What follows belongs to an exercise in optimizing a design on an open flow for small area and a short achievable clock period; a production flow would make more cautious choices.
Function was checked by simulation only, so behaviour that the tests miss may differ from the original.
No activity file was given, so power comes from the tool's default toggle rates.

## flow/design.v (module list and top-level ports; edited modules follow where they fit)
// module booth_mul32: 3709 lines
// module bm_fa: 4 lines
// module bm_ha: 4 lines
module booth_mul32
(
  input  logic        i_clkp,
  input  logic        i_reset,
  input  logic [31:0] i_multa,
  input  logic [31:0] i_multb,
  output logic [63:0] o_product
);
  // ...
==> flow/run.sh <==
#!/bin/bash
# synth_recipe.tcl (not shown) runs the flow's synth.tcl, then flattens the netlist and writes it again
# the make line also repeats each setting of config.mk as NAME=value (left out here)
make -C /OpenROAD-flow-scripts/flow DESIGN_CONFIG=/design/flow/config.mk WORK_HOME=/design/flow/orfs CLKGATE_MAP_FILE= SYNTH_SCRIPT=/design/flow/synth_recipe.tcl finish
==> flow/config.mk <==
export PLATFORM = sky130hd
export DESIGN_NAME = booth_mul32
export DESIGN_NICKNAME = booth_mul32
export VERILOG_FILES = /design/flow/design.v
export SDC_FILE = /design/flow/constraint.sdc
export NUM_CORES = 4
export LEC_CHECK = 0
export ABC_AREA = 1
export CAP_MARGIN = 20
export CORE_MARGIN = 2
export CORE_UTILIZATION = 50
export SETUP_SLACK_MARGIN = 3.0
export SLEW_MARGIN = 20
export SYNTH_HIERARCHICAL = 1
==> flow/constraint.sdc <==
create_clock -name core_clock -period 6.5 [get_ports {i_clkp}]
set_input_delay 1.3000 -clock core_clock [delete_from_list [all_inputs] [get_ports {i_clkp}]]
set_output_delay 1.3000 -clock core_clock [all_outputs]
set_load 0.01 [all_outputs]
==> summary.md, run 1 <==
| Metric | Value |
|---|---|
| Status | `complete, no violations` |
| Die area | `slightly above 60000 µm²` |
| Worst Hold Slack | `just over 0.4 ns` |
| CTS tree | `yes` |
| Clk network pwr share | `a little over a tenth` |
| H-tree Lvls | `2` |
| Sequential power share | `between 15 and 20%` |
| Leading register cell type out of synthesis | `dfxtp_1` |
| Top sig layer | `met5` |
| Internal | `9.996 mW` |
| Fillers | `approximately 5.4k` |
| Average cell area after synthesis | `8.830 µm²` |
| Count leader, synth | `xor2_1` |
| Sw Pwr | `about 11 mW` |
| Cell chain of the critical path | `clkinvlp_4 > buf_4 > o22ai_1 > a221oi_1 > xor2_1 > fa_1 > fa_1 > fa_1` |
| Share of layout cells above drive strength 1 | `a little under a tenth` |
| Via Count | `between 20k and 30k` |
| Most frequent cells in the layout | `xor2_1, nand2_1, o22ai_1, dfxtp_1, a221oi_1` |
| Post-Synth Adder-Cell Area | `25.31%` |
| Share of the synthesized area in the top cell type | `between 20% and 30%` |
| Clkbuf count | `53` |
| Worst EP arrival | `roughly 4.0 ns` |
| Crit path launch type | `register` |
| Hold Path Cell Cnt | `2` |
| Number of global-route vias before repair | `between 20k and 30k` |
| Die Y | `roughly 250 µm` |
| Synth Area in XOR/XNOR | `12.42%` |
| I/O pin count | `130` |
| Critical path endpoint category | `register` |
| Top cell category | `multi-input gates` |
| Most used cell, CP | `fa_1` |
| Sw Share | `a little over half` |
| Worst-path maximum fanout | `19` |
| Horiz. Die Dim | `approximately 250 µm` |
| Total CTS buffers | `39` |
| Pin count of the biggest net entering global routing | `48` |
| Worst r2r dst | `r2_c35_3` |
| Clock buf/inv share | `under 10%` |
| Area occupied by multi-input gates | `20370 µm²` |
| Crit path from | `r1_s2_3` |
| Residual DRC count | `0` |
| Postcts setup bufs | `9` |
| 1st-iter DRT viols | `just under 5k` |
==> run 2, diff against run 1 <==
--- a/flow/design.v
+++ b/flow/design.v
@@ -1782,190 +1782,114 @@
   logic P1480;
   logic G1481;
   logic P1482;
   logic G1483;
   logic P1484;
   logic G1485;
   logic P1486;
   logic G1487;
-  logic P1488;
+  logic G1488;
   logic G1489;
-  logic P1490;
+  logic G1490;
   logic G1491;
-  logic P1492;
+  logic G1492;
   logic G1493;
-  logic P1494;
+  logic G1494;
   logic G1495;
-  logic P1496;
+  logic G1496;
   logic G1497;
-  logic P1498;
+  logic G1498;
   logic G1499;
-  logic P1500;
+  logic G1500;
   logic G1501;
-  logic P1502;
+  logic G1502;
   logic G1503;
-  logic P1504;
+  logic G1504;
   logic G1505;
-  logic P1506;
+  logic G1506;
   logic G1507;
-  logic P1508;
+  logic G1508;
   logic G1509;
-  logic P1510;
+  logic G1510;
   logic G1511;
-  logic P1512;
+  logic G1512;
   logic G1513;
-  logic P1514;
+  logic G1514;
   logic G1515;
-  logic P1516;
+  logic G1516;
   logic G1517;
-  logic P1518;
+  logic G1518;
   logic G1519;
-  logic P1520;
+  logic G1520;
   logic G1521;
-  logic P1522;
-  logic G1523;
-  logic P1524;
-  logic G1525;
-  logic P1526;
-  logic G1527;
-  logic P1528;
-  logic G1529;
-  logic P1530;
-  logic G1531;
-  logic P1532;
-  logic G1533;
-  logic P1534;
-  logic G1535;
-  logic P1536;
-  logic G1537;
-  logic P1538;
-  logic G1539;
-  logic P1540;
-  logic G1541;
-  logic P1542;
-  logic G1543;
-  logic P1544;
-  logic G1545;
-  logic P1546;
-  logic G1547;
-  logic P1548;
-  logic G1549;
-  logic P1550;
-  logic G1551;
-  logic P1552;
-  logic G1553;
-  logic P1554;
-  logic G1555;
-  logic P1556;
-  logic G1557;
-  logic P1558;
-  logic G1559;
-  logic P1560;
-  logic G1561;
-  logic P1562;
-  logic G1563;
-  logic P1564;
-  logic G1565;
-  logic P1566;
-  logic G1567;
-  logic P1568;
-  logic G1569;
-  logic P1570;
-  logic G1571;
-  logic P1572;
-  logic G1573;
-  logic P1574;
-  logic G1575;
-  logic P1576;
-  logic G1577;
-  logic P1578;
-  logic G1579;
-  logic P1580;
-  logic G1581;
-  logic P1582;
-  logic G1583;
-  logic P1584;
-  logic G1585;
-  logic P1586;
-  logic G1587;
-  logic P1588;
-  logic G1589;
-  logic P1590;
-  logic G1591;
-  logic P1592;
-  logic G1593;
-  logic P1594;
-  logic G1595;
-  logic P1596;
-  logic G1597;
-  logic P1598;
-  logic sum1599;
-  logic sum1600;
-  logic sum1601;
-  logic sum1602;
-  logic sum1603;
-  logic sum1604;
-  logic sum1605;
-  logic sum1606;
-  logic sum1607;
-  logic sum1608;
-  logic sum1609;
-  logic sum1610;
-  logic sum1611;
-  logic sum1612;
-  logic sum1613;
-  logic sum1614;
-  logic sum1615;
-  logic sum1616;
-  logic sum1617;
-  logic sum1618;
-  logic sum1619;
-  logic sum1620;
-  logic sum1621;
-  logic sum1622;
-  logic sum1623;
-  logic sum1624;
-  logic sum1625;
-  logic sum1626;
-  logic sum1627;
-  logic sum1628;
-  logic sum1629;
-  logic sum1630;
-  logic sum1631;
-  logic sum1632;
-  logic sum1633;
-  logic sum1634;
-  logic sum1635;
-  logic sum1636;
-  logic sum1637;
-  logic sum1638;
-  logic sum1639;
-  logic sum1640;
-  logic sum1641;
-  logic sum1642;
-  logic sum1643;
-  logic sum1644;
-  logic sum1645;
-  logic sum1646;
-  logic sum1647;
-  logic sum1648;
-  logic sum1649;
-  logic sum1650;
-  logic sum1651;
-  logic sum1652;
-  logic sum1653;
-  logic sum1654;
-  logic sum1655;
-  logic sum1656;
-  logic sum1657;
-  logic sum1658;
-  logic sum1659;
-  logic sum1660;
-  logic sum1661;
+  logic G1522;
+  logic sum1523;
+  logic sum1524;
+  logic sum1525;
+  logic sum1526;
+  logic sum1527;
+  logic sum1528;
+  logic sum1529;
+  logic sum1530;
+  logic sum1531;
+  logic sum1532;
+  logic sum1533;
+  logic sum1534;
+  logic sum1535;
+  logic sum1536;
+  logic sum1537;
+  logic sum1538;
+  logic sum1539;
+  logic sum1540;
+  logic sum1541;
+  logic sum1542;
+  logic sum1543;
+  logic sum1544;
+  logic sum1545;
+  logic sum1546;
+  logic sum1547;
+  logic sum1548;
+  logic sum1549;
+  logic sum1550;
+  logic sum1551;
+  logic sum1552;
+  logic sum1553;
+  logic sum1554;
+  logic sum1555;
+  logic sum1556;
+  logic sum1557;
+  logic sum1558;
+  logic sum1559;
+  logic sum1560;
+  logic sum1561;
+  logic sum1562;
+  logic sum1563;
+  logic sum1564;
+  logic sum1565;
+  logic sum1566;
+  logic sum1567;
+  logic sum1568;
+  logic sum1569;
+  logic sum1570;
+  logic sum1571;
+  logic sum1572;
+  logic sum1573;
+  logic sum1574;
+  logic sum1575;
+  logic sum1576;
+  logic sum1577;
+  logic sum1578;
+  logic sum1579;
+  logic sum1580;
+  logic sum1581;
+  logic sum1582;
+  logic sum1583;
+  logic sum1584;
+  logic sum1585;
   logic r3_p0;
   logic r3_p1;
   logic r3_p2;
   logic r3_p3;
   logic r3_p4;
   logic r3_p5;
   logic r3_p6;
   logic r3_p7;
@@ -2923,435 +2847,359 @@
   assign G1235 = g1108 | (p1172 & g1107);
   assign P1236 = p1172 & p1171;
   assign G1237 = g1110 | (p1174 & g1109);
   assign P1238 = p1174 & p1173;
   assign G1239 = g1112 | (p1176 & g1111);
   assign P1240 = p1176 & p1175;
   assign G1241 = g1114 | (p1178 & g1113);
   assign P1242 = p1178 & p1177;
-  assign G1243 = g1116 | (p1180 & g1115);
-  assign P1244 = p1180 & p1179;
-  assign G1245 = g1118 | (p1182 & g1117);
-  assign P1246 = p1182 & p1181;
-  assign G1247 = g1120 | (p1184 & g1119);
-  assign P1248 = p1184 & p1183;
-  assign G1249 = g1122 | (p1186 & g1121);
-  assign P1250 = p1186 & p1185;
-  assign G1251 = g1124 | (p1188 & g1123);
-  assign P1252 = p1188 & p1187;
-  assign G1253 = g1126 | (p1190 & g1125);
-  assign P1254 = p1190 & p1189;
-  assign G1255 = g1128 | (p1192 & g1127);
-  assign P1256 = p1192 & p1191;
-  assign G1257 = g1130 | (p1194 & g1129);
-  assign P1258 = p1194 & p1193;
-  assign G1259 = g1132 | (p1196 & g1131);
-  assign P1260 = p1196 & p1195;
-  assign G1261 = g1134 | (p1198 & g1133);
-  assign P1262 = p1198 & p1197;
-  assign G1263 = g1136 | (p1200 & g1135);
-  assign P1264 = p1200 & p1199;
-  assign G1265 = g1138 | (p1202 & g1137);
-  assign P1266 = p1202 & p1201;
-  assign G1267 = g1140 | (p1204 & g1139);
-  assign P1268 = p1204 & p1203;
-  assign G1269 = g1142 | (p1206 & g1141);
-  assign P1270 = p1206 & p1205;
-  assign G1271 = g1144 | (p1208 & g1143);
-  assign P1272 = p1208 & p1207;
-  assign G1273 = g1146 | (p1210 & g1145);
-  assign P1274 = p1210 & p1209;
-  assign G1275 = g1148 | (p1212 & g1147);
-  assign P1276 = p1212 & p1211;
-  assign G1277 = g1150 | (p1214 & g1149);
-  assign P1278 = p1214 & p1213;
-  assign G1279 = g1089 | (p1153 & G1215);
-  assign P1280 = p1153 & P1216;
-  assign G1281 = G1217 | (P1218 & G1215);
-  assign P1282 = P1218 & P1216;
-  assign G1283 = g1093 | (p1157 & G1219);
-  assign P1284 = p1157 & P1220;
-  assign G1285 = G1221 | (P1222 & G1219);
-  assign P1286 = P1222 & P1220;
-  assign G1287 = g1097 | (p1161 & G1223);
-  assign P1288 = p1161 & P1224;
-  assign G1289 = G1225 | (P1226 & G1223);
-  assign P1290 = P1226 & P1224;
-  assign G1291 = g1101 | (p1165 & G1227);
-  assign P1292 = p1165 & P1228;
-  assign G1293 = G1229 | (P1230 & G1227);
-  assign P1294 = P1230 & P1228;
-  assign G1295 = g1105 | (p1169 & G1231);
-  assign P1296 = p1169 & P1232;
-  assign G1297 = G1233 | (P1234 & G1231);
-  assign P1298 = P1234 & P1232;
-  assign G1299 = g1109 | (p1173 & G1235);
-  assign P1300 = p1173 & P1236;
-  assign G1301 = G1237 | (P1238 & G1235);
-  assign P1302 = P1238 & P1236;
-  assign G1303 = g1113 | (p1177 & G1239);
-  assign P1304 = p1177 & P1240;
-  assign G1305 = G1241 | (P1242 & G1239);
-  assign P1306 = P1242 & P1240;
-  assign G1307 = g1117 | (p1181 & G1243);
-  assign P1308 = p1181 & P1244;
-  assign G1309 = G1245 | (P1246 & G1243);
-  assign P1310 = P1246 & P1244;
-  assign G1311 = g1121 | (p1185 & G1247);
-  assign P1312 = p1185 & P1248;
-  assign G1313 = G1249 | (P1250 & G1247);
-  assign P1314 = P1250 & P1248;
-  assign G1315 = g1125 | (p1189 & G1251);
-  assign P1316 = p1189 & P1252;
-  assign G1317 = G1253 | (P1254 & G1251);
-  assign P1318 = P1254 & P1252;
-  assign G1319 = g1129 | (p1193 & G1255);
-  assign P1320 = p1193 & P1256;
-  assign G1321 = G1257 | (P1258 & G1255);
-  assign P1322 = P1258 & P1256;
-  assign G1323 = g1133 | (p1197 & G1259);
-  assign P1324 = p1197 & P1260;
-  assign G1325 = G1261 | (P1262 & G1259);
-  assign P1326 = P1262 & P1260;
-  assign G1327 = g1137 | (p1201 & G1263);
-  assign P1328 = p1201 & P1264;
-  assign G1329 = G1265 | (P1266 & G1263);
-  assign P1330 = P1266 & P1264;
-  assign G1331 = g1141 | (p1205 & G1267);
-  assign P1332 = p1205 & P1268;
-  assign G1333 = G1269 | (P1270 & G1267);
-  assign P1334 = P1270 & P1268;
-  assign G1335 = g1145 | (p1209 & G1271);
-  assign P1336 = p1209 & P1272;
-  assign G1337 = G1273 | (P1274 & G1271);
-  assign P1338 = P1274 & P1272;
-  assign G1339 = g1149 | (p1213 & G1275);
-  assign P1340 = p1213 & P1276;
-  assign G1341 = G1277 | (P1278 & G1275);
-  assign P1342 = P1278 & P1276;
-  assign G1343 = g1091 | (p1155 & G1281);
-  assign P1344 = p1155 & P1282;
-  assign G1345 = G1219 | (P1220 & G1281);
-  assign P1346 = P1220 & P1282;
-  assign G1347 = G1283 | (P1284 & G1281);
-  assign P1348 = P1284 & P1282;
-  assign G1349 = G1285 | (P1286 & G1281);
-  assign P1350 = P1286 & P1282;
-  assign G1351 = g1099 | (p1163 & G1289);
-  assign P1352 = p1163 & P1290;
-  assign G1353 = G1227 | (P1228 & G1289);
-  assign P1354 = P1228 & P1290;
-  assign G1355 = G1291 | (P1292 & G1289);
-  assign P1356 = P1292 & P1290;
-  assign G1357 = G1293 | (P1294 & G1289);
-  assign P1358 = P1294 & P1290;
-  assign G1359 = g1107 | (p1171 & G1297);
-  assign P1360 = p1171 & P1298;
-  assign G1361 = G1235 | (P1236 & G1297);
-  assign P1362 = P1236 & P1298;
-  assign G1363 = G1299 | (P1300 & G1297);
-  assign P1364 = P1300 & P1298;
-  assign G1365 = G1301 | (P1302 & G1297);
-  assign P1366 = P1302 & P1298;
-  assign G1367 = g1115 | (p1179 & G1305);
-  assign P1368 = p1179 & P1306;
-  assign G1369 = G1243 | (P1244 & G1305);
-  assign P1370 = P1244 & P1306;
-  assign G1371 = G1307 | (P1308 & G1305);
-  assign P1372 = P1308 & P1306;
-  assign G1373 = G1309 | (P1310 & G1305);
-  assign P1374 = P1310 & P1306;
-  assign G1375 = g1123 | (p1187 & G1313);
-  assign P1376 = p1187 & P1314;
-  assign G1377 = G1251 | (P1252 & G1313);
-  assign P1378 = P1252 & P1314;
-  assign G1379 = G1315 | (P1316 & G1313);
-  assign P1380 = P1316 & P1314;
-  assign G1381 = G1317 | (P1318 & G1313);
-  assign P1382 = P1318 & P1314;
-  assign G1383 = g1131 | (p1195 & G1321);
-  assign P1384 = p1195 & P1322;
-  assign G1385 = G1259 | (P1260 & G1321);
-  assign P1386 = P1260 & P1322;
-  assign G1387 = G1323 | (P1324 & G1321);
-  assign P1388 = P1324 & P1322;
-  assign G1389 = G1325 | (P1326 & G1321);
-  assign P1390 = P1326 & P1322;
-  assign G1391 = g1139 | (p1203 & G1329);
-  assign P1392 = p1203 & P1330;
-  assign G1393 = G1267 | (P1268 & G1329);
-  assign P1394 = P1268 & P1330;
-  assign G1395 = G1331 | (P1332 & G1329);
-  assign P1396 = P1332 & P1330;
-  assign G1397 = G1333 | (P1334 & G1329);
-  assign P1398 = P1334 & P1330;
-  assign G1399 = g1147 | (p1211 & G1337);
-  assign P1400 = p1211 & P1338;
-  assign G1401 = G1275 | (P1276 & G1337);
-  assign P1402 = P1276 & P1338;
-  assign G1403 = G1339 | (P1340 & G1337);
-  assign P1404 = P1340 & P1338;
-  assign G1405 = G1341 | (P1342 & G1337);
-  assign P1406 = P1342 & P1338;
-  assign G1407 = g1095 | (p1159 & G1349);
-  assign P1408 = p1159 & P1350;
-  assign G1409 = G1223 | (P1224 & G1349);
-  assign P1410 = P1224 & P1350;
-  assign G1411 = G1287 | (P1288 & G1349);
-  assign P1412 = P1288 & P1350;
-  assign G1413 = G1289 | (P1290 & G1349);
-  assign P1414 = P1290 & P1350;
-  assign G1415 = G1351 | (P1352 & G1349);
-  assign P1416 = P1352 & P1350;
-  assign G1417 = G1353 | (P1354 & G1349);
-  assign P1418 = P1354 & P1350;
-  assign G1419 = G1355 | (P1356 & G1349);
-  assign P1420 = P1356 & P1350;
-  assign G1421 = G1357 | (P1358 & G1349);
-  assign P1422 = P1358 & P1350;
-  assign G1423 = g1111 | (p1175 & G1365);
-  assign P1424 = p1175 & P1366;
-  assign G1425 = G1239 | (P1240 & G1365);
-  assign P1426 = P1240 & P1366;
-  assign G1427 = G1303 | (P1304 & G1365);
-  assign P1428 = P1304 & P1366;
-  assign G1429 = G1305 | (P1306 & G1365);
-  assign P1430 = P1306 & P1366;
-  assign G1431 = G1367 | (P1368 & G1365);
-  assign P1432 = P1368 & P1366;
-  assign G1433 = G1369 | (P1370 & G1365);
-  assign P1434 = P1370 & P1366;
-  assign G1435 = G1371 | (P1372 & G1365);
-  assign P1436 = P1372 & P1366;
-  assign G1437 = G1373 | (P1374 & G1365);
-  assign P1438 = P1374 & P1366;
-  assign G1439 = g1127 | (p1191 & G1381);
-  assign P1440 = p1191 & P1382;
-  assign G1441 = G1255 | (P1256 & G1381);
-  assign P1442 = P1256 & P1382;
-  assign G1443 = G1319 | (P1320 & G1381);
-  assign P1444 = P1320 & P1382;
-  assign G1445 = G1321 | (P1322 & G1381);
-  assign P1446 = P1322 & P1382;
-  assign G1447 = G1383 | (P1384 & G1381);
-  assign P1448 = P1384 & P1382;
-  assign G1449 = G1385 | (P1386 & G1381);
-  assign P1450 = P1386 & P1382;
-  assign G1451 = G1387 | (P1388 & G1381);
-  assign P1452 = P1388 & P1382;
-  assign G1453 = G1389 | (P1390 & G1381);
-  assign P1454 = P1390 & P1382;
-  assign G1455 = g1143 | (p1207 & G1397);
-  assign P1456 = p1207 & P1398;
-  assign G1457 = G1271 | (P1272 & G1397);
-  assign P1458 = P1272 & P1398;
-  assign G1459 = G1335 | (P1336 & G1397);
-  assign P1460 = P1336 & P1398;
-  assign G1461 = G1337 | (P1338 & G1397);
-  assign P1462 = P1338 & P1398;
-  assign G1463 = G1399 | (P1400 & G1397);
-  assign P1464 = P1400 & P1398;
-  assign G1465 = G1401 | (P1402 & G1397);
-  assign P1466 = P1402 & P1398;
-  assign G1467 = G1403 | (P1404 & G1397);
-  assign P1468 = P1404 & P1398;
-  assign G1469 = G1405 | (P1406 & G1397);
-  assign P1470 = P1406 & P1398;
-  assign G1471 = g1103 | (p1167 & G1421);
-  assign P1472 = p1167 & P1422;
-  assign G1473 = G1231 | (P1232 & G1421);
-  assign P1474 = P1232 & P1422;
-  assign G1475 = G1295 | (P1296 & G1421);
-  assign P1476 = P1296 & P1422;
-  assign G1477 = G1297 | (P1298 & G1421);
-  assign P1478 = P1298 & P1422;
-  assign G1479 = G1359 | (P1360 & G1421);
-  assign P1480 = P1360 & P1422;
-  assign G1481 = G1361 | (P1362 & G1421);
-  assign P1482 = P1362 & P1422;
-  assign G1483 = G1363 | (P1364 & G1421);
-  assign P1484 = P1364 & P1422;
-  assign G1485 = G1365 | (P1366 & G1421);
-  assign P1486 = P1366 & P1422;
-  assign G1487 = G1423 | (P1424 & G1421);
-  assign P1488 = P1424 & P1422;
-  assign G1489 = G1425 | (P1426 & G1421);
-  assign P1490 = P1426 & P1422;
-  assign G1491 = G1427 | (P1428 & G1421);
-  assign P1492 = P1428 & P1422;
-  assign G1493 = G1429 | (P1430 & G1421);
-  assign P1494 = P1430 & P1422;
-  assign G1495 = G1431 | (P1432 & G1421);
-  assign P1496 = P1432 & P1422;
-  assign G1497 = G1433 | (P1434 & G1421);
-  assign P1498 = P1434 & P1422;
-  assign G1499 = G1435 | (P1436 & G1421);
-  assign P1500 = P1436 & P1422;
-  assign G1501 = G1437 | (P1438 & G1421);
-  assign P1502 = P1438 & P1422;
-  assign G1503 = g1135 | (p1199 & G1453);
-  assign P1504 = p1199 & P1454;
-  assign G1505 = G1263 | (P1264 & G1453);
-  assign P1506 = P1264 & P1454;
-  assign G1507 = G1327 | (P1328 & G1453);
-  assign P1508 = P1328 & P1454;
-  assign G1509 = G1329 | (P1330 & G1453);
-  assign P1510 = P1330 & P1454;
-  assign G1511 = G1391 | (P1392 & G1453);
-  assign P1512 = P1392 & P1454;
-  assign G1513 = G1393 | (P1394 & G1453);
-  assign P1514 = P1394 & P1454;
-  assign G1515 = G1395 | (P1396 & G1453);
-  assign P1516 = P1396 & P1454;
-  assign G1517 = G1397 | (P1398 & G1453);
-  assign P1518 = P1398 & P1454;
-  assign G1519 = G1455 | (P1456 & G1453);
-  assign P1520 = P1456 & P1454;
-  assign G1521 = G1457 | (P1458 & G1453);
-  assign P1522 = P1458 & P1454;
-  assign G1523 = G1459 | (P1460 & G1453);
-  assign P1524 = P1460 & P1454;
-  assign G1525 = G1461 | (P1462 & G1453);
-  assign P1526 = P1462 & P1454;
-  assign G1527 = G1463 | (P1464 & G1453);
-  assign P1528 = P1464 & P1454;
-  assign G1529 = G1465 | (P1466 & G1453);
-  assign P1530 = P1466 & P1454;
-  assign G1531 = G1467 | (P1468 & G1453);
-  assign P1532 = P1468 & P1454;
-  assign G1533 = G1469 | (P1470 & G1453);
-  assign P1534 = P1470 & P1454;
-  assign G1535 = g1119 | (p1183 & G1501);
-  assign P1536 = p1183 & P1502;
-  assign G1537 = G1247 | (P1248 & G1501);
-  assign P1538 = P1248 & P1502;
-  assign G1539 = G1311 | (P1312 & G1501);
-  assign P1540 = P1312 & P1502;
-  assign G1541 = G1313 | (P1314 & G1501);
-  assign P1542 = P1314 & P1502;
-  assign G1543 = G1375 | (P1376 & G1501);
-  assign P1544 = P1376 & P1502;
-  assign G1545 = G1377 | (P1378 & G1501);
-  assign P1546 = P1378 & P1502;
-  assign G1547 = G1379 | (P1380 & G1501);
-  assign P1548 = P1380 & P1502;
-  assign G1549 = G1381 | (P1382 & G1501);
-  assign P1550 = P1382 & P1502;
-  assign G1551 = G1439 | (P1440 & G1501);
-  assign P1552 = P1440 & P1502;
-  assign G1553 = G1441 | (P1442 & G1501);
-  assign P1554 = P1442 & P1502;
-  assign G1555 = G1443 | (P1444 & G1501);
-  assign P1556 = P1444 & P1502;
-  assign G1557 = G1445 | (P1446 & G1501);
-  assign P1558 = P1446 & P1502;
-  assign G1559 = G1447 | (P1448 & G1501);
-  assign P1560 = P1448 & P1502;
-  assign G1561 = G1449 | (P1450 & G1501);
-  assign P1562 = P1450 & P1502;
-  assign G1563 = G1451 | (P1452 & G1501);
-  assign P1564 = P1452 & P1502;
-  assign G1565 = G1453 | (P1454 & G1501);
-  assign P1566 = P1454 & P1502;
-  assign G1567 = G1503 | (P1504 & G1501);
-  assign P1568 = P1504 & P1502;
-  assign G1569 = G1505 | (P1506 & G1501);
-  assign P1570 = P1506 & P1502;
-  assign G1571 = G1507 | (P1508 & G1501);
-  assign P1572 = P1508 & P1502;
-  assign G1573 = G1509 | (P1510 & G1501);
-  assign P1574 = P1510 & P1502;
-  assign G1575 = G1511 | (P1512 & G1501);
-  assign P1576 = P1512 & P1502;
-  assign G1577 = G1513 | (P1514 & G1501);
-  assign P1578 = P1514 & P1502;
-  assign G1579 = G1515 | (P1516 & G1501);
-  assign P1580 = P1516 & P1502;
-  assign G1581 = G1517 | (P1518 & G1501);
-  assign P1582 = P1518 & P1502;
-  assign G1583 = G1519 | (P1520 & G1501);
-  assign P1584 = P1520 & P1502;
-  assign G1585 = G1521 | (P1522 & G1501);
-  assign P1586 = P1522 & P1502;
-  assign G1587 = G1523 | (P1524 & G1501);
-  assign P1588 = P1524 & P1502;
-  assign G1589 = G1525 | (P1526 & G1501);
-  assign P1590 = P1526 & P1502;
-  assign G1591 = G1527 | (P1528 & G1501);
-  assign P1592 = P1528 & P1502;
-  assign G1593 = G1529 | (P1530 & G1501);
-  assign P1594 = P1530 & P1502;
-  assign G1595 = G1531 | (P1532 & G1501);
-  assign P1596 = P1532 & P1502;
-  assign G1597 = G1533 | (P1534 & G1501);
-  assign P1598 = P1534 & P1502;
-  assign sum1599 = p1152 ^ g1087;
-  assign sum1600 = p1153 ^ G1215;
-  assign sum1601 = p1154 ^ G1279;
-  assign sum1602 = p1155 ^ G1281;
-  assign sum1603 = p1156 ^ G1343;
-  assign sum1604 = p1157 ^ G1345;
-  assign sum1605 = p1158 ^ G1347;
-  assign sum1606 = p1159 ^ G1349;
-  assign sum1607 = p1160 ^ G1407;
-  assign sum1608 = p1161 ^ G1409;
-  assign sum1609 = p1162 ^ G1411;
-  assign sum1610 = p1163 ^ G1413;
-  assign sum1611 = p1164 ^ G1415;
-  assign sum1612 = p1165 ^ G1417;
-  assign sum1613 = p1166 ^ G1419;
-  assign sum1614 = p1167 ^ G1421;
-  assign sum1615 = p1168 ^ G1471;
-  assign sum1616 = p1169 ^ G1473;
-  assign sum1617 = p1170 ^ G1475;
-  assign sum1618 = p1171 ^ G1477;
-  assign sum1619 = p1172 ^ G1479;
-  assign sum1620 = p1173 ^ G1481;
-  assign sum1621 = p1174 ^ G1483;
-  assign sum1622 = p1175 ^ G1485;
-  assign sum1623 = p1176 ^ G1487;
-  assign sum1624 = p1177 ^ G1489;
-  assign sum1625 = p1178 ^ G1491;
-  assign sum1626 = p1179 ^ G1493;
-  assign sum1627 = p1180 ^ G1495;
-  assign sum1628 = p1181 ^ G1497;
-  assign sum1629 = p1182 ^ G1499;
-  assign sum1630 = p1183 ^ G1501;
-  assign sum1631 = p1184 ^ G1535;
-  assign sum1632 = p1185 ^ G1537;
-  assign sum1633 = p1186 ^ G1539;
-  assign sum1634 = p1187 ^ G1541;
-  assign sum1635 = p1188 ^ G1543;
-  assign sum1636 = p1189 ^ G1545;
-  assign sum1637 = p1190 ^ G1547;
-  assign sum1638 = p1191 ^ G1549;
-  assign sum1639 = p1192 ^ G1551;
-  assign sum1640 = p1193 ^ G1553;
-  assign sum1641 = p1194 ^ G1555;
-  assign sum1642 = p1195 ^ G1557;
-  assign sum1643 = p1196 ^ G1559;
-  assign sum1644 = p1197 ^ G1561;
-  assign sum1645 = p1198 ^ G1563;
-  assign sum1646 = p1199 ^ G1565;
-  assign sum1647 = p1200 ^ G1567;
-  assign sum1648 = p1201 ^ G1569;
-  assign sum1649 = p1202 ^ G1571;
-  assign sum1650 = p1203 ^ G1573;
-  assign sum1651 = p1204 ^ G1575;
-  assign sum1652 = p1205 ^ G1577;
-  assign sum1653 = p1206 ^ G1579;
-  assign sum1654 = p1207 ^ G1581;
-  assign sum1655 = p1208 ^ G1583;
-  assign sum1656 = p1209 ^ G1585;
-  assign sum1657 = p1210 ^ G1587;
-  assign sum1658 = p1211 ^ G1589;
-  assign sum1659 = p1212 ^ G1591;
-  assign sum1660 = p1213 ^ G1593;
-  assign sum1661 = p1214 ^ G1595;
+  assign G1243 = G1217 | (P1218 & G1215);
+  assign P1244 = P1218 & P1216;
+  assign G1245 = G1221 | (P1222 & G1219);
+  assign P1246 = P1222 & P1220;
+  assign G1247 = G1225 | (P1226 & G1223);
+  assign P1248 = P1226 & P1224;
+  assign G1249 = G1229 | (P1230 & G1227);
+  assign P1250 = P1230 & P1228;
+  assign G1251 = G1233 | (P1234 & G1231);
+  assign P1252 = P1234 & P1232;
+  assign G1253 = G1237 | (P1238 & G1235);
+  assign P1254 = P1238 & P1236;
+  assign G1255 = G1241 | (P1242 & G1239);
+  assign P1256 = P1242 & P1240;
+  assign G1257 = G1245 | (P1246 & G1243);
+  assign P1258 = P1246 & P1244;
+  assign G1259 = G1249 | (P1250 & G1247);
+  assign P1260 = P1250 & P1248;
+  assign G1261 = G1253 | (P1254 & G1251);
+  assign P1262 = P1254 & P1252;
+  assign G1263 = G1259 | (P1260 & G1257);
+  assign P1264 = P1260 & P1258;
+  assign G1265 = G1261 | (P1262 & G1263);
+  assign P1266 = P1262 & P1264;
+  assign G1267 = G1247 | (P1248 & G1257);
+  assign P1268 = P1248 & P1258;
+  assign G1269 = G1251 | (P1252 & G1263);
+  assign P1270 = P1252 & P1264;
+  assign G1271 = G1255 | (P1256 & G1265);
+  assign P1272 = P1256 & P1266;
+  assign G1273 = G1219 | (P1220 & G1243);
+  assign P1274 = P1220 & P1244;
+  assign G1275 = G1223 | (P1224 & G1257);
+  assign P1276 = P1224 & P1258;
+  assign G1277 = G1227 | (P1228 & G1267);
+  assign P1278 = P1228 & P1268;
+  assign G1279 = G1231 | (P1232 & G1263);
+  assign P1280 = P1232 & P1264;
+  assign G1281 = G1235 | (P1236 & G1269);
+  assign P1282 = P1236 & P1270;
+  assign G1283 = G1239 | (P1240 & G1265);
+  assign P1284 = P1240 & P1266;
+  assign G1285 = g1089 | (p1153 & G1215);
+  assign P1286 = p1153 & P1216;
+  assign G1287 = g1091 | (p1155 & G1243);
+  assign P1288 = p1155 & P1244;
+  assign G1289 = g1093 | (p1157 & G1273);
+  assign P1290 = p1157 & P1274;
+  assign G1291 = g1095 | (p1159 & G1257);
+  assign P1292 = p1159 & P1258;
+  assign G1293 = g1097 | (p1161 & G1275);
+  assign P1294 = p1161 & P1276;
+  assign G1295 = g1099 | (p1163 & G1267);
+  assign P1296 = p1163 & P1268;
+  assign G1297 = g1101 | (p1165 & G1277);
+  assign P1298 = p1165 & P1278;
+  assign G1299 = g1103 | (p1167 & G1263);
+  assign P1300 = p1167 & P1264;
+  assign G1301 = g1105 | (p1169 & G1279);
+  assign P1302 = p1169 & P1280;
+  assign G1303 = g1107 | (p1171 & G1269);
+  assign P1304 = p1171 & P1270;
+  assign G1305 = g1109 | (p1173 & G1281);
+  assign P1306 = p1173 & P1282;
+  assign G1307 = g1111 | (p1175 & G1265);
+  assign P1308 = p1175 & P1266;
+  assign G1309 = g1113 | (p1177 & G1283);
+  assign P1310 = p1177 & P1284;
+  assign G1311 = g1116 | (p1180 & g1115);
+  assign P1312 = p1180 & p1179;
+  assign G1313 = g1118 | (p1182 & g1117);
+  assign P1314 = p1182 & p1181;
+  assign G1315 = g1120 | (p1184 & g1119);
+  assign P1316 = p1184 & p1183;
+  assign G1317 = g1122 | (p1186 & g1121);
+  assign P1318 = p1186 & p1185;
+  assign G1319 = g1124 | (p1188 & g1123);
+  assign P1320 = p1188 & p1187;
+  assign G1321 = g1126 | (p1190 & g1125);
+  assign P1322 = p1190 & p1189;
+  assign G1323 = g1128 | (p1192 & g1127);
+  assign P1324 = p1192 & p1191;
+  assign G1325 = g1130 | (p1194 & g1129);
+  assign P1326 = p1194 & p1193;
+  assign G1327 = g1132 | (p1196 & g1131);
+  assign P1328 = p1196 & p1195;
+  assign G1329 = g1134 | (p1198 & g1133);
+  assign P1330 = p1198 & p1197;
+  assign G1331 = g1136 | (p1200 & g1135);
+  assign P1332 = p1200 & p1199;
+  assign G1333 = g1138 | (p1202 & g1137);
+  assign P1334 = p1202 & p1201;
+  assign G1335 = g1140 | (p1204 & g1139);
+  assign P1336 = p1204 & p1203;
+  assign G1337 = g1142 | (p1206 & g1141);
+  assign P1338 = p1206 & p1205;
+  assign G1339 = g1144 | (p1208 & g1143);
+  assign P1340 = p1208 & p1207;
+  assign G1341 = g1146 | (p1210 & g1145);
+  assign P1342 = p1210 & p1209;
+  assign G1343 = g1148 | (p1212 & g1147);
+  assign P1344 = p1212 & p1211;
+  assign G1345 = g1150 | (p1214 & g1149);
+  assign P1346 = p1214 & p1213;
+  assign G1347 = g1117 | (p1181 & G1311);
+  assign P1348 = p1181 & P1312;
+  assign G1349 = G1313 | (P1314 & G1311);
+  assign P1350 = P1314 & P1312;
+  assign G1351 = g1121 | (p1185 & G1315);
+  assign P1352 = p1185 & P1316;
+  assign G1353 = G1317 | (P1318 & G1315);
+  assign P1354 = P1318 & P1316;
+  assign G1355 = g1125 | (p1189 & G1319);
+  assign P1356 = p1189 & P1320;
+  assign G1357 = G1321 | (P1322 & G1319);
+  assign P1358 = P1322 & P1320;
+  assign G1359 = g1129 | (p1193 & G1323);
+  assign P1360 = p1193 & P1324;
+  assign G1361 = G1325 | (P1326 & G1323);
+  assign P1362 = P1326 & P1324;
+  assign G1363 = g1133 | (p1197 & G1327);
+  assign P1364 = p1197 & P1328;
+  assign G1365 = G1329 | (P1330 & G1327);
+  assign P1366 = P1330 & P1328;
+  assign G1367 = g1137 | (p1201 & G1331);
+  assign P1368 = p1201 & P1332;
+  assign G1369 = G1333 | (P1334 & G1331);
+  assign P1370 = P1334 & P1332;
+  assign G1371 = g1141 | (p1205 & G1335);
+  assign P1372 = p1205 & P1336;
+  assign G1373 = G1337 | (P1338 & G1335);
+  assign P1374 = P1338 & P1336;
+  assign G1375 = g1145 | (p1209 & G1339);
+  assign P1376 = p1209 & P1340;
+  assign G1377 = G1341 | (P1342 & G1339);
+  assign P1378 = P1342 & P1340;
+  assign G1379 = g1149 | (p1213 & G1343);
+  assign P1380 = p1213 & P1344;
+  assign G1381 = G1345 | (P1346 & G1343);
+  assign P1382 = P1346 & P1344;
+  assign G1383 = g1119 | (p1183 & G1349);
+  assign P1384 = p1183 & P1350;
+  assign G1385 = G1315 | (P1316 & G1349);
+  assign P1386 = P1316 & P1350;
+  assign G1387 = G1351 | (P1352 & G1349);
+  assign P1388 = P1352 & P1350;
+  assign G1389 = G1353 | (P1354 & G1349);
+  assign P1390 = P1354 & P1350;
+  assign G1391 = g1127 | (p1191 & G1357);
+  assign P1392 = p1191 & P1358;
+  assign G1393 = G1323 | (P1324 & G1357);
+  assign P1394 = P1324 & P1358;
+  assign G1395 = G1359 | (P1360 & G1357);
+  assign P1396 = P1360 & P1358;
+  assign G1397 = G1361 | (P1362 & G1357);
+  assign P1398 = P1362 & P1358;
+  assign G1399 = g1135 | (p1199 & G1365);
+  assign P1400 = p1199 & P1366;
+  assign G1401 = G1331 | (P1332 & G1365);
+  assign P1402 = P1332 & P1366;
+  assign G1403 = G1367 | (P1368 & G1365);
+  assign P1404 = P1368 & P1366;
+  assign G1405 = G1369 | (P1370 & G1365);
+  assign P1406 = P1370 & P1366;
+  assign G1407 = g1143 | (p1207 & G1373);
+  assign P1408 = p1207 & P1374;
+  assign G1409 = G1339 | (P1340 & G1373);
+  assign P1410 = P1340 & P1374;
+  assign G1411 = G1375 | (P1376 & G1373);
+  assign P1412 = P1376 & P1374;
+  assign G1413 = G1377 | (P1378 & G1373);
+  assign P1414 = P1378 & P1374;
+  assign G1415 = g1123 | (p1187 & G1389);
+  assign P1416 = p1187 & P1390;
+  assign G1417 = G1319 | (P1320 & G1389);
+  assign P1418 = P1320 & P1390;
+  assign G1419 = G1355 | (P1356 & G1389);
+  assign P1420 = P1356 & P1390;
+  assign G1421 = G1357 | (P1358 & G1389);
+  assign P1422 = P1358 & P1390;
+  assign G1423 = G1391 | (P1392 & G1389);
+  assign P1424 = P1392 & P1390;
+  assign G1425 = G1393 | (P1394 & G1389);
+  assign P1426 = P1394 & P1390;
+  assign G1427 = G1395 | (P1396 & G1389);
+  assign P1428 = P1396 & P1390;
+  assign G1429 = G1397 | (P1398 & G1389);
+  assign P1430 = P1398 & P1390;
+  assign G1431 = g1139 | (p1203 & G1405);
+  assign P1432 = p1203 & P1406;
+  assign G1433 = G1335 | (P1336 & G1405);
+  assign P1434 = P1336 & P1406;
+  assign G1435 = G1371 | (P1372 & G1405);
+  assign P1436 = P1372 & P1406;
+  assign G1437 = G1373 | (P1374 & G1405);
+  assign P1438 = P1374 & P1406;
+  assign G1439 = G1407 | (P1408 & G1405);
+  assign P1440 = P1408 & P1406;
+  assign G1441 = G1409 | (P1410 & G1405);
+  assign P1442 = P1410 & P1406;
+  assign G1443 = G1411 | (P1412 & G1405);
+  assign P1444 = P1412 & P1406;
+  assign G1445 = G1413 | (P1414 & G1405);
+  assign P1446 = P1414 & P1406;
+  assign G1447 = g1131 | (p1195 & G1429);
+  assign P1448 = p1195 & P1430;
+  assign G1449 = G1327 | (P1328 & G1429);
+  assign P1450 = P1328 & P1430;
+  assign G1451 = G1363 | (P1364 & G1429);
+  assign P1452 = P1364 & P1430;
+  assign G1453 = G1365 | (P1366 & G1429);
+  assign P1454 = P1366 & P1430;
+  assign G1455 = G1399 | (P1400 & G1429);
+  assign P1456 = P1400 & P1430;
+  assign G1457 = G1401 | (P1402 & G1429);
+  assign P1458 = P1402 & P1430;
+  assign G1459 = G1403 | (P1404 & G1429);
+  assign P1460 = P1404 & P1430;
+  assign G1461 = G1405 | (P1406 & G1429);
+  assign P1462 = P1406 & P1430;
+  assign G1463 = G1431 | (P1432 & G1429);
+  assign P1464 = P1432 & P1430;
+  assign G1465 = G1433 | (P1434 & G1429);
+  assign P1466 = P1434 & P1430;
+  assign G1467 = G1435 | (P1436 & G1429);
+  assign P1468 = P1436 & P1430;
+  assign G1469 = G1437 | (P1438 & G1429);
+  assign P1470 = P1438 & P1430;
+  assign G1471 = G1439 | (P1440 & G1429);
+  assign P1472 = P1440 & P1430;
+  assign G1473 = G1441 | (P1442 & G1429);
+  assign P1474 = P1442 & P1430;
+  assign G1475 = G1443 | (P1444 & G1429);
+  assign P1476 = P1444 & P1430;
+  assign G1477 = G1445 | (P1446 & G1429);
+  assign P1478 = P1446 & P1430;
+  assign G1479 = g1147 | (p1211 & G1477);
+  assign P1480 = p1211 & P1478;
+  assign G1481 = G1343 | (P1344 & G1477);
+  assign P1482 = P1344 & P1478;
+  assign G1483 = G1379 | (P1380 & G1477);
+  assign P1484 = P1380 & P1478;
+  assign G1485 = G1381 | (P1382 & G1477);
+  assign P1486 = P1382 & P1478;
+  assign G1487 = g1115 | (p1179 & G1271);
+  assign G1488 = G1311 | (P1312 & G1271);
+  assign G1489 = G1347 | (P1348 & G1271);
+  assign G1490 = G1349 | (P1350 & G1271);
+  assign G1491 = G1383 | (P1384 & G1271);
+  assign G1492 = G1385 | (P1386 & G1271);
+  assign G1493 = G1387 | (P1388 & G1271);
+  assign G1494 = G1389 | (P1390 & G1271);
+  assign G1495 = G1415 | (P1416 & G1271);
+  assign G1496 = G1417 | (P1418 & G1271);
+  assign G1497 = G1419 | (P1420 & G1271);
+  assign G1498 = G1421 | (P1422 & G1271);
+  assign G1499 = G1423 | (P1424 & G1271);
+  assign G1500 = G1425 | (P1426 & G1271);
+  assign G1501 = G1427 | (P1428 & G1271);
+  assign G1502 = G1429 | (P1430 & G1271);
+  assign G1503 = G1447 | (P1448 & G1271);
+  assign G1504 = G1449 | (P1450 & G1271);
+  assign G1505 = G1451 | (P1452 & G1271);
+  assign G1506 = G1453 | (P1454 & G1271);
+  assign G1507 = G1455 | (P1456 & G1271);
+  assign G1508 = G1457 | (P1458 & G1271);
+  assign G1509 = G1459 | (P1460 & G1271);
+  assign G1510 = G1461 | (P1462 & G1271);
+  assign G1511 = G1463 | (P1464 & G1271);
+  assign G1512 = G1465 | (P1466 & G1271);
+  assign G1513 = G1467 | (P1468 & G1271);
+  assign G1514 = G1469 | (P1470 & G1271);
+  assign G1515 = G1471 | (P1472 & G1271);
+  assign G1516 = G1473 | (P1474 & G1271);
+  assign G1517 = G1475 | (P1476 & G1271);
+  assign G1518 = G1477 | (P1478 & G1271);
+  assign G1519 = G1479 | (P1480 & G1271);
+  assign G1520 = G1481 | (P1482 & G1271);
+  assign G1521 = G1483 | (P1484 & G1271);
+  assign G1522 = G1485 | (P1486 & G1271);
+  assign sum1523 = p1152 ^ g1087;
+  assign sum1524 = p1153 ^ G1215;
+  assign sum1525 = p1154 ^ G1285;
+  assign sum1526 = p1155 ^ G1243;
+  assign sum1527 = p1156 ^ G1287;
+  assign sum1528 = p1157 ^ G1273;
+  assign sum1529 = p1158 ^ G1289;
+  assign sum1530 = p1159 ^ G1257;
+  assign sum1531 = p1160 ^ G1291;
+  assign sum1532 = p1161 ^ G1275;
+  assign sum1533 = p1162 ^ G1293;
+  assign sum1534 = p1163 ^ G1267;
+  assign sum1535 = p1164 ^ G1295;
+  assign sum1536 = p1165 ^ G1277;
+  assign sum1537 = p1166 ^ G1297;
+  assign sum1538 = p1167 ^ G1263;
+  assign sum1539 = p1168 ^ G1299;
+  assign sum1540 = p1169 ^ G1279;
+  assign sum1541 = p1170 ^ G1301;
+  assign sum1542 = p1171 ^ G1269;
+  assign sum1543 = p1172 ^ G1303;
+  assign sum1544 = p1173 ^ G1281;
+  assign sum1545 = p1174 ^ G1305;
+  assign sum1546 = p1175 ^ G1265;
+  assign sum1547 = p1176 ^ G1307;
+  assign sum1548 = p1177 ^ G1283;
+  assign sum1549 = p1178 ^ G1309;
+  assign sum1550 = p1179 ^ G1271;
+  assign sum1551 = p1180 ^ G1487;
+  assign sum1552 = p1181 ^ G1488;
+  assign sum1553 = p1182 ^ G1489;
+  assign sum1554 = p1183 ^ G1490;
+  assign sum1555 = p1184 ^ G1491;
+  assign sum1556 = p1185 ^ G1492;
+  assign sum1557 = p1186 ^ G1493;
+  assign sum1558 = p1187 ^ G1494;
+  assign sum1559 = p1188 ^ G1495;
+  assign sum1560 = p1189 ^ G1496;
+  assign sum1561 = p1190 ^ G1497;
+  assign sum1562 = p1191 ^ G1498;
+  assign sum1563 = p1192 ^ G1499;
+  assign sum1564 = p1193 ^ G1500;
+  assign sum1565 = p1194 ^ G1501;
+  assign sum1566 = p1195 ^ G1502;
+  assign sum1567 = p1196 ^ G1503;
+  assign sum1568 = p1197 ^ G1504;
+  assign sum1569 = p1198 ^ G1505;
+  assign sum1570 = p1199 ^ G1506;
+  assign sum1571 = p1200 ^ G1507;
+  assign sum1572 = p1201 ^ G1508;
+  assign sum1573 = p1202 ^ G1509;
+  assign sum1574 = p1203 ^ G1510;
+  assign sum1575 = p1204 ^ G1511;
+  assign sum1576 = p1205 ^ G1512;
+  assign sum1577 = p1206 ^ G1513;
+  assign sum1578 = p1207 ^ G1514;
+  assign sum1579 = p1208 ^ G1515;
+  assign sum1580 = p1209 ^ G1516;
+  assign sum1581 = p1210 ^ G1517;
+  assign sum1582 = p1211 ^ G1518;
+  assign sum1583 = p1212 ^ G1519;
+  assign sum1584 = p1213 ^ G1520;
+  assign sum1585 = p1214 ^ G1521;
   always_ff @(posedge i_clkp)
   begin
     r1_s1_0 <= ~(i_multb[1] ^ i_multb[2]) & ((i_multb[0] ^ i_multb[2]) ^ (1'b0 ^ i_multb[2]));
     r1_s2_0 <= (~(i_multb[1] ^ i_multb[2]) & (i_multb[0] ^ i_multb[2]) & (1'b0 ^ i_multb[2])) | ((i_multb[1] ^ i_multb[2]) & ~(i_multb[0] ^ i_multb[2]) & ~(1'b0 ^ i_multb[2]));
     r1_s3_0 <= (i_multb[1] ^ i_multb[2]) & ((i_multb[0] ^ i_multb[2]) ^ (1'b0 ^ i_multb[2]));
     r1_s4_0 <= (i_multb[1] ^ i_multb[2]) & (i_multb[0] ^ i_multb[2]) & (1'b0 ^ i_multb[2]);
     r1_neg0 <= i_multb[2];
     r1_s1_1 <= ~(i_multb[4] ^ i_multb[5]) & ((i_multb[3] ^ i_multb[5]) ^ (i_multb[2] ^ i_multb[5]));
@@ -3637,79 +3485,79 @@
     r2_c61_0 <= pp405;
     r2_c61_1 <= c630;
     r2_c62_0 <= pp406;
     r2_c62_1 <= pp382;
     r2_c63_0 <= pp385;
     r2_c63_1 <= pp383;
     r2_v <= r1_v & ~i_reset;
     r3_p0 <= p1151 & r2_v & ~i_reset;
-    r3_p1 <= sum1599 & r2_v & ~i_reset;
-    r3_p2 <= sum1600 & r2_v & ~i_reset;
-    r3_p3 <= sum1601 & r2_v & ~i_reset;
-    r3_p4 <= sum1602 & r2_v & ~i_reset;
-    r3_p5 <= sum1603 & r2_v & ~i_reset;
-    r3_p6 <= sum1604 & r2_v & ~i_reset;
-    r3_p7 <= sum1605 & r2_v & ~i_reset;
-    r3_p8 <= sum1606 & r2_v & ~i_reset;
-    r3_p9 <= sum1607 & r2_v & ~i_reset;
-    r3_p10 <= sum1608 & r2_v & ~i_reset;
-    r3_p11 <= sum1609 & r2_v & ~i_reset;
-    r3_p12 <= sum1610 & r2_v & ~i_reset;
-    r3_p13 <= sum1611 & r2_v & ~i_reset;
-    r3_p14 <= sum1612 & r2_v & ~i_reset;
-    r3_p15 <= sum1613 & r2_v & ~i_reset;
-    r3_p16 <= sum1614 & r2_v & ~i_reset;
-    r3_p17 <= sum1615 & r2_v & ~i_reset;
-    r3_p18 <= sum1616 & r2_v & ~i_reset;
-    r3_p19 <= sum1617 & r2_v & ~i_reset;
-    r3_p20 <= sum1618 & r2_v & ~i_reset;
-    r3_p21 <= sum1619 & r2_v & ~i_reset;
-    r3_p22 <= sum1620 & r2_v & ~i_reset;
-    r3_p23 <= sum1621 & r2_v & ~i_reset;
-    r3_p24 <= sum1622 & r2_v & ~i_reset;
-    r3_p25 <= sum1623 & r2_v & ~i_reset;
-    r3_p26 <= sum1624 & r2_v & ~i_reset;
-    r3_p27 <= sum1625 & r2_v & ~i_reset;
-    r3_p28 <= sum1626 & r2_v & ~i_reset;
-    r3_p29 <= sum1627 & r2_v & ~i_reset;
-    r3_p30 <= sum1628 & r2_v & ~i_reset;
-    r3_p31 <= sum1629 & r2_v & ~i_reset;
-    r3_p32 <= sum1630 & r2_v & ~i_reset;
-    r3_p33 <= sum1631 & r2_v & ~i_reset;
-    r3_p34 <= sum1632 & r2_v & ~i_reset;
-    r3_p35 <= sum1633 & r2_v & ~i_reset;
-    r3_p36 <= sum1634 & r2_v & ~i_reset;
-    r3_p37 <= sum1635 & r2_v & ~i_reset;
-    r3_p38 <= sum1636 & r2_v & ~i_reset;
-    r3_p39 <= sum1637 & r2_v & ~i_reset;
-    r3_p40 <= sum1638 & r2_v & ~i_reset;
-    r3_p41 <= sum1639 & r2_v & ~i_reset;
-    r3_p42 <= sum1640 & r2_v & ~i_reset;
-    r3_p43 <= sum1641 & r2_v & ~i_reset;
-    r3_p44 <= sum1642 & r2_v & ~i_reset;
-    r3_p45 <= sum1643 & r2_v & ~i_reset;
-    r3_p46 <= sum1644 & r2_v & ~i_reset;
-    r3_p47 <= sum1645 & r2_v & ~i_reset;
-    r3_p48 <= sum1646 & r2_v & ~i_reset;
-    r3_p49 <= sum1647 & r2_v & ~i_reset;
-    r3_p50 <= sum1648 & r2_v & ~i_reset;
-    r3_p51 <= sum1649 & r2_v & ~i_reset;
-    r3_p52 <= sum1650 & r2_v & ~i_reset;
-    r3_p53 <= sum1651 & r2_v & ~i_reset;
-    r3_p54 <= sum1652 & r2_v & ~i_reset;
-    r3_p55 <= sum1653 & r2_v & ~i_reset;
-    r3_p56 <= sum1654 & r2_v & ~i_reset;
-    r3_p57 <= sum1655 & r2_v & ~i_reset;
-    r3_p58 <= sum1656 & r2_v & ~i_reset;
-    r3_p59 <= sum1657 & r2_v & ~i_reset;
-    r3_p60 <= sum1658 & r2_v & ~i_reset;
-    r3_p61 <= sum1659 & r2_v & ~i_reset;
-    r3_p62 <= sum1660 & r2_v & ~i_reset;
-    r3_p63 <= sum1661 & r2_v & ~i_reset;
+    r3_p1 <= sum1523 & r2_v & ~i_reset;
+    r3_p2 <= sum1524 & r2_v & ~i_reset;
+    r3_p3 <= sum1525 & r2_v & ~i_reset;
+    r3_p4 <= sum1526 & r2_v & ~i_reset;
+    r3_p5 <= sum1527 & r2_v & ~i_reset;
+    r3_p6 <= sum1528 & r2_v & ~i_reset;
+    r3_p7 <= sum1529 & r2_v & ~i_reset;
+    r3_p8 <= sum1530 & r2_v & ~i_reset;
+    r3_p9 <= sum1531 & r2_v & ~i_reset;
+    r3_p10 <= sum1532 & r2_v & ~i_reset;
+    r3_p11 <= sum1533 & r2_v & ~i_reset;
+    r3_p12 <= sum1534 & r2_v & ~i_reset;
+    r3_p13 <= sum1535 & r2_v & ~i_reset;
+    r3_p14 <= sum1536 & r2_v & ~i_reset;
+    r3_p15 <= sum1537 & r2_v & ~i_reset;
+    r3_p16 <= sum1538 & r2_v & ~i_reset;
+    r3_p17 <= sum1539 & r2_v & ~i_reset;
+    r3_p18 <= sum1540 & r2_v & ~i_reset;
+    r3_p19 <= sum1541 & r2_v & ~i_reset;
+    r3_p20 <= sum1542 & r2_v & ~i_reset;
+    r3_p21 <= sum1543 & r2_v & ~i_reset;
+    r3_p22 <= sum1544 & r2_v & ~i_reset;
+    r3_p23 <= sum1545 & r2_v & ~i_reset;
+    r3_p24 <= sum1546 & r2_v & ~i_reset;
+    r3_p25 <= sum1547 & r2_v & ~i_reset;
+    r3_p26 <= sum1548 & r2_v & ~i_reset;
+    r3_p27 <= sum1549 & r2_v & ~i_reset;
+    r3_p28 <= sum1550 & r2_v & ~i_reset;
+    r3_p29 <= sum1551 & r2_v & ~i_reset;
+    r3_p30 <= sum1552 & r2_v & ~i_reset;
+    r3_p31 <= sum1553 & r2_v & ~i_reset;
+    r3_p32 <= sum1554 & r2_v & ~i_reset;
+    r3_p33 <= sum1555 & r2_v & ~i_reset;
+    r3_p34 <= sum1556 & r2_v & ~i_reset;
+    r3_p35 <= sum1557 & r2_v & ~i_reset;
+    r3_p36 <= sum1558 & r2_v & ~i_reset;
+    r3_p37 <= sum1559 & r2_v & ~i_reset;
+    r3_p38 <= sum1560 & r2_v & ~i_reset;
+    r3_p39 <= sum1561 & r2_v & ~i_reset;
+    r3_p40 <= sum1562 & r2_v & ~i_reset;
+    r3_p41 <= sum1563 & r2_v & ~i_reset;
+    r3_p42 <= sum1564 & r2_v & ~i_reset;
+    r3_p43 <= sum1565 & r2_v & ~i_reset;
+    r3_p44 <= sum1566 & r2_v & ~i_reset;
+    r3_p45 <= sum1567 & r2_v & ~i_reset;
+    r3_p46 <= sum1568 & r2_v & ~i_reset;
+    r3_p47 <= sum1569 & r2_v & ~i_reset;
+    r3_p48 <= sum1570 & r2_v & ~i_reset;
+    r3_p49 <= sum1571 & r2_v & ~i_reset;
+    r3_p50 <= sum1572 & r2_v & ~i_reset;
+    r3_p51 <= sum1573 & r2_v & ~i_reset;
+    r3_p52 <= sum1574 & r2_v & ~i_reset;
+    r3_p53 <= sum1575 & r2_v & ~i_reset;
+    r3_p54 <= sum1576 & r2_v & ~i_reset;
+    r3_p55 <= sum1577 & r2_v & ~i_reset;
+    r3_p56 <= sum1578 & r2_v & ~i_reset;
+    r3_p57 <= sum1579 & r2_v & ~i_reset;
+    r3_p58 <= sum1580 & r2_v & ~i_reset;
+    r3_p59 <= sum1581 & r2_v & ~i_reset;
+    r3_p60 <= sum1582 & r2_v & ~i_reset;
+    r3_p61 <= sum1583 & r2_v & ~i_reset;
+    r3_p62 <= sum1584 & r2_v & ~i_reset;
+    r3_p63 <= sum1585 & r2_v & ~i_reset;
   end
   assign o_product = {r3_p63, r3_p62, r3_p61, r3_p60, r3_p59, r3_p58, r3_p57, r3_p56, r3_p55, r3_p54, r3_p53, r3_p52, r3_p51, r3_p50, r3_p49, r3_p48, r3_p47, r3_p46, r3_p45, r3_p44, r3_p43, r3_p42, r3_p41, r3_p40, r3_p39, r3_p38, r3_p37, r3_p36, r3_p35, r3_p34, r3_p33, r3_p32, r3_p31, r3_p30, r3_p29, r3_p28, r3_p27, r3_p26, r3_p25, r3_p24, r3_p23, r3_p22, r3_p21, r3_p20, r3_p19, r3_p18, r3_p17, r3_p16, r3_p15, r3_p14, r3_p13, r3_p12, r3_p11, r3_p10, r3_p9, r3_p8, r3_p7, r3_p6, r3_p5, r3_p4, r3_p3, r3_p2, r3_p1, r3_p0};
 endmodule
 module bm_fa (input logic a, input logic b, input logic c, output logic s, output logic co);
   assign s  = a ^ b ^ c;
   assign co = (a & b) | (a & c) | (b & c);
 endmodule
 module bm_ha (input logic a, input logic b, output logic s, output logic co);
==> flow/config.mk (replaced) <==
export PLATFORM = sky130hd
export DESIGN_NAME = booth_mul32
export DESIGN_NICKNAME = booth_mul32
export VERILOG_FILES = /design/flow/design.v
export SDC_FILE = /design/flow/constraint.sdc
export NUM_CORES = 4
export LEC_CHECK = 0
export ABC_AREA = 1
export CAP_MARGIN = 60
export CORE_MARGIN = 2
export CORE_UTILIZATION = 40
export SETUP_SLACK_MARGIN = 3.0
export SLEW_MARGIN = 60
export SYNTH_HIERARCHICAL = 1
==> summary.md, run 2 <==
| Metric | Value |
|---|---|
| Status | `complete, no violations` |
| Synth Register Bits | `about 350` |
| Clk buf depth | `3` |
| Final Skew | `~0.037 ns` |
| R2r worst-path depth | `9` |
| Slowest stage cell, crit path | `fa_1` |
| GR Util met1 | `34.48%` |
| RSZ-0062 raised after global routing | `true` |
| Total CTS buffers | `40 (+2.6%)` |
| Worst IR drop on VDD | `0.5638 mV` |
| WS Path Type | `reg2reg` |
| Max-slew violation count | `0` |
| Worst-path maximum fanout | `26 (+7)` |
| Largest family of logic cells by synthesized area | `adder cells` |
| Initial antenna violation count | `1` |
| Worst Hold Slack | `0.4054 ns (+0.002153 ns)` |
| Count of max-cap constraint violations | `0` |
| Worst r2r dst | `r2_c47_1` |
| Share of the synthesized area in the top cell type | `23.64% (+0.19 points)` |
| Setup TNS | `0 ns` |
| Relative slew slack | `between 50 and 60%` |
| Met2 usage in global routing | `between 40% and 50%` |
| Final setup vio count | `0` |
| Cell chain of the critical path | `clkinv_1 > buf_4 > o22ai_1 > a221oi_1 > xor2_1 > inv_1 > fa_1 > fa_1 > fa_1` |
| Core area | `74070 µm²` |
| Reg2reg setup slack | `about 3.0 ns` |
| Final WS setup | `a little over 3 ns` |
| Placed cells | `a little over 4k` |
| GP Congestion | `between 1 and 1.5` |
| Post-synthesis simple-gate area fraction | `under 10%` |
| Critical Path RT | `6.94 ns` |
| Remaining Overflow, GRT | `0` |
| Port-buffer cells | `about 130` |
| WL/cell | `26.72 µm` |
| Worst EP arrival | `3.92 ns (-0.12 ns)` |
| Critical path endpoint category | `register` |
| Largest cells by area after synthesis | `dfxtp_1, fa_1, xor2_1` |
| Via Count | `26.73k (-6.3%)` |
| First-pass GRT wire length | `169.0 mm` |
| Fin. Hold Viols | `0` |
| I/O pin count | `130 (unchanged)` |
| Sw Share | `50.83% (-1.8 points)` |
| Vias per cell | `6.417` |
| Fin crit period | `3.479 ns` |
| WL final | `~110 mm` |
| Sequential power share | `18.9% (+1.3 points)` |
| Rows | `100` |
| Die area | `76710 µm² (+24%)` |
| Count leader, synth | `xor2_1` |
| Synth cell count leaders | `xor2_1, dfxtp_1, o22ai_1` |
| Clock latency (worst-skew pair) | `a little under 0.6 ns` |
| Most frequent cells in the layout | `xor2_1, o22ai_1, a221oi_1, fa_1, dfxtp_1` |
| CTS Root Cell | `clkbuf_16` |
| Tot GR Track Use | `28.79%` |
| Share of layout cells above drive strength 1 | `8.451% (-1.1 points)` |
| Netlist cell types | `roughly 40` |
| Area grow syn2layout | `9.752%` |
| CP peak stage delay | `0.50 ns` |
| CTS clk-pin slew, worst paths | `about 0.060 ns` |
| Gate Count Post-Synth | `between 3k and 4k` |
| Async SR Flop Fraction | `0%` |
| Final Util | `about 44%` |
| Met3 usage | `approximately 12%` |
| Leading register cell type out of synthesis | `dfxtp_1` |
| GR peak layer | `met2` |
| Yosys warns | `7` |
| Post-synth EDFFs | `0` |
| Worst-Margin Slew | `approximately 0.65 ns` |
| Routed Antenna Nets | `0` |
| Final period util | `between 50% and 60%` |
| Average cell area after synthesis | `8.950 µm² (+1.4%)` |
| Crit path launch type | `register` |
| Worst Hold Path EP | `r2_v` |
| Sw Pwr | `9.982 mW (-10%)` |
| Number of global-route vias before repair | `27.11k (-2.7%)` |
| Area leader, netlist | `dfxtp_1` |
| Initial core utilization | `40.24%` |
| Synth Area in Compound Gates | `between 20% and 30%` |
| Fillers | `7215 (+34%)` |
| Mux share of post-synthesis cell area | `0.03778%` |
| Post-CTS Hold Buffers | `0` |
| Hold Path Class | `reg2reg` |
| Reg2reg start | `r1_a29` |
| Post-Syn Nets | `3841` |
| 1st-iter DRT viols | `3793 (-24%)` |
| Post-Synth Adder-Cell Area | `26.11% (+0.81 points)` |
| Die Y | `277.0 µm (+11%)` |
| Most common cell after layout, fill and taps aside | `xor2_1` |
| Hold Path Cell Cnt | `2 (unchanged)` |
| Synth Area in XOR/XNOR | `12.52% (+0.099 points)` |
| Layout net count | `between 3k and 4k` |
| H-tree Lvls | `2 (unchanged)` |
| Crit path from | `r1_a29` |
| Max frequency | `287.4 MHz` |
| Residual DRC count | `0 (unchanged)` |
| Pwr/cell area | `600.4 nW/µm²` |
| Clk network pwr share | `11.7% (+0.8 points)` |
| Non-filler instance count after layout | `roughly 4.2k` |
| Clock sinks | `about 350` |
| DP Wirelength | `~77 mm` |
| Sequential fraction of the synthesis area | `23.64%` |
| CTS tree | `yes` |
| Combinational Power Share | `69.4%` |
| Hold Crit Start | `r1_v` |
| Netlist Area Pre-Place | `about 30000 µm²` |
| Most used cell, CP | `fa_1` |
| Pin count of the biggest net entering global routing | `39 (-19%)` |
| Horiz. Die Dim | `277.0 µm (+11%)` |
| Drt pass-1 iters | `16` |
| Internal | `9.657 mW (-3.4%)` |
| Leakage | `between 10 and 15 nW` |
| Place WS | `2.503 ns` |
## run 2: changes by cell type after synthesis, moves of 8 or more
cell / change
buf_1: +10
or2_1: -8
o21ai_1: -8
nand3_1: -10
o21ai_0: +20
fa_1: +9
nor2_1: -13
nand2_1: -55
a21oi_2: -10
inv_1: +11
## run 2: modules after synthesis (local to each module, per instance)
module | flops+latches | cells inside | cell area, µm²
bm_ha | 0 | 1 | 12.51
booth_mul32 | 352 | 2990 | 23430
bm_fa | 0 | 1 | 20.02
## run 2: cell families after synthesis
kind of cell / after synthesis
simple gates: 568
xor+xnor: 426
buf+inv: 638
mux: 1
compound gates: 900
flops: 352
fa+ha+maj: 445
## run 2: per-layer routing
metal | wire, µm | up-vias
met3 | 15180 | 654
met1 | 40940 | 12670
li1 | - | 11280
met2 | 45980 | 2123
met5 | 103 | -
met4 | 9078 | 4
## run 2: worst max-delay path by stage
| stage | to | slack (ns) | cells past startpoint |
|---|---|---|---|
| floorplan | r1_t29 | 3.48 | 9 |
| global placement | r3_p28 | 1.72 | 10 |
| detailed placement | r1_t29 | 2.50 | 10 |
| CTS | r3_p61 | 3.01 | 15 |
| global route | r3_p61 | 2.97 | 15 |
| finish | r2_c47_1 | 3.02 | 9 |
## run 2: through the flow
stage	instance area (µm²)	total power, mW
global route	32710	21.71
detailed placement	31120	17.01
finish	32710	19.64
global placement	30930	16.65
CTS	32460	19.45
floorplan	29800	13.22
## run 2: worst max-delay path: cells and delay by family (launching register included)
family                     cells  cell delay [ns]
xor gates and xnor gates       1             0.45
adders and majority gates      3             1.34
DFF                            1             0.45
AOI/OAI and AO/OA              2             0.49
buffers and inverters          3             0.60
## run 2: cell type report
class	count	area, µm²	area share, %
clock inverter	17	222.7	0.6808
sequential	352	7143	21.84
clock buffer	52	1107	3.385
antenna	1	2.502	0.007650
tap	969	1212	3.706
multi-input combinational	2340	20300	62.06
timing repair buffer	178	1698	5.190
inverter	256	1023	3.129
## run 2: timing repair
action	4_1_cts	5_1_grt
setup buffers	0	1
gates resized for setup	3	20
pin swaps	0	0
endpoints found under the setup margin	5	27
## run 2: power by group through the flow
| stage | combinational (mW) | sequential, mW | clock [mW] |
|---|---|---|---|
| detailed placement | 13.3 | 3.70 | 0 |
| global route | 15.5 | 3.74 | 2.46 |
| global placement | 13.0 | 3.66 | 0 |
| CTS | 13.4 | 3.65 | 2.37 |
| finish | 13.6 | 3.71 | 2.31 |
| floorplan | 9.96 | 3.26 | 0 |

[separate check: timing with driven ports]
Ports are ideal in the flow. The routed layouts listed here were re-timed in OpenROAD.
Step 1 sets driving cells, clkbuf_16 on the clock port and buf_2 on the other inputs (assumed; they add their load-dependent delay and slew).
Step 2, shift: input delay + t, output delay - t, t = (earliest + latest rising clock arrival at the registers) / 2. This alone moves slack from input paths to output paths.
a / b / c = ideal ports / drivers / drivers and shift; a / b = the first two.
| run | shift t [ns] | slack for setup (ns) | slew at the worst register clock pin (ns) | worst data-port slew with drivers (ns) | pins driven straight from the clock port |
|---|---|---|---|---|---|
| run 1 | 0.641 | 2.908 / 2.908 / 2.667 | 0.07 / 0.07 | 0.04 | 1 |
| run 2 | 0.631 | 3.021 / 3.021 / 2.611 | 0.07 / 0.07 | 0.05 | 1 |
After both steps every run listed still meets setup and hold. The setup slack of run 2, which loses most, moves by 0.000 ns with the drivers and by -0.410 ns with both steps.
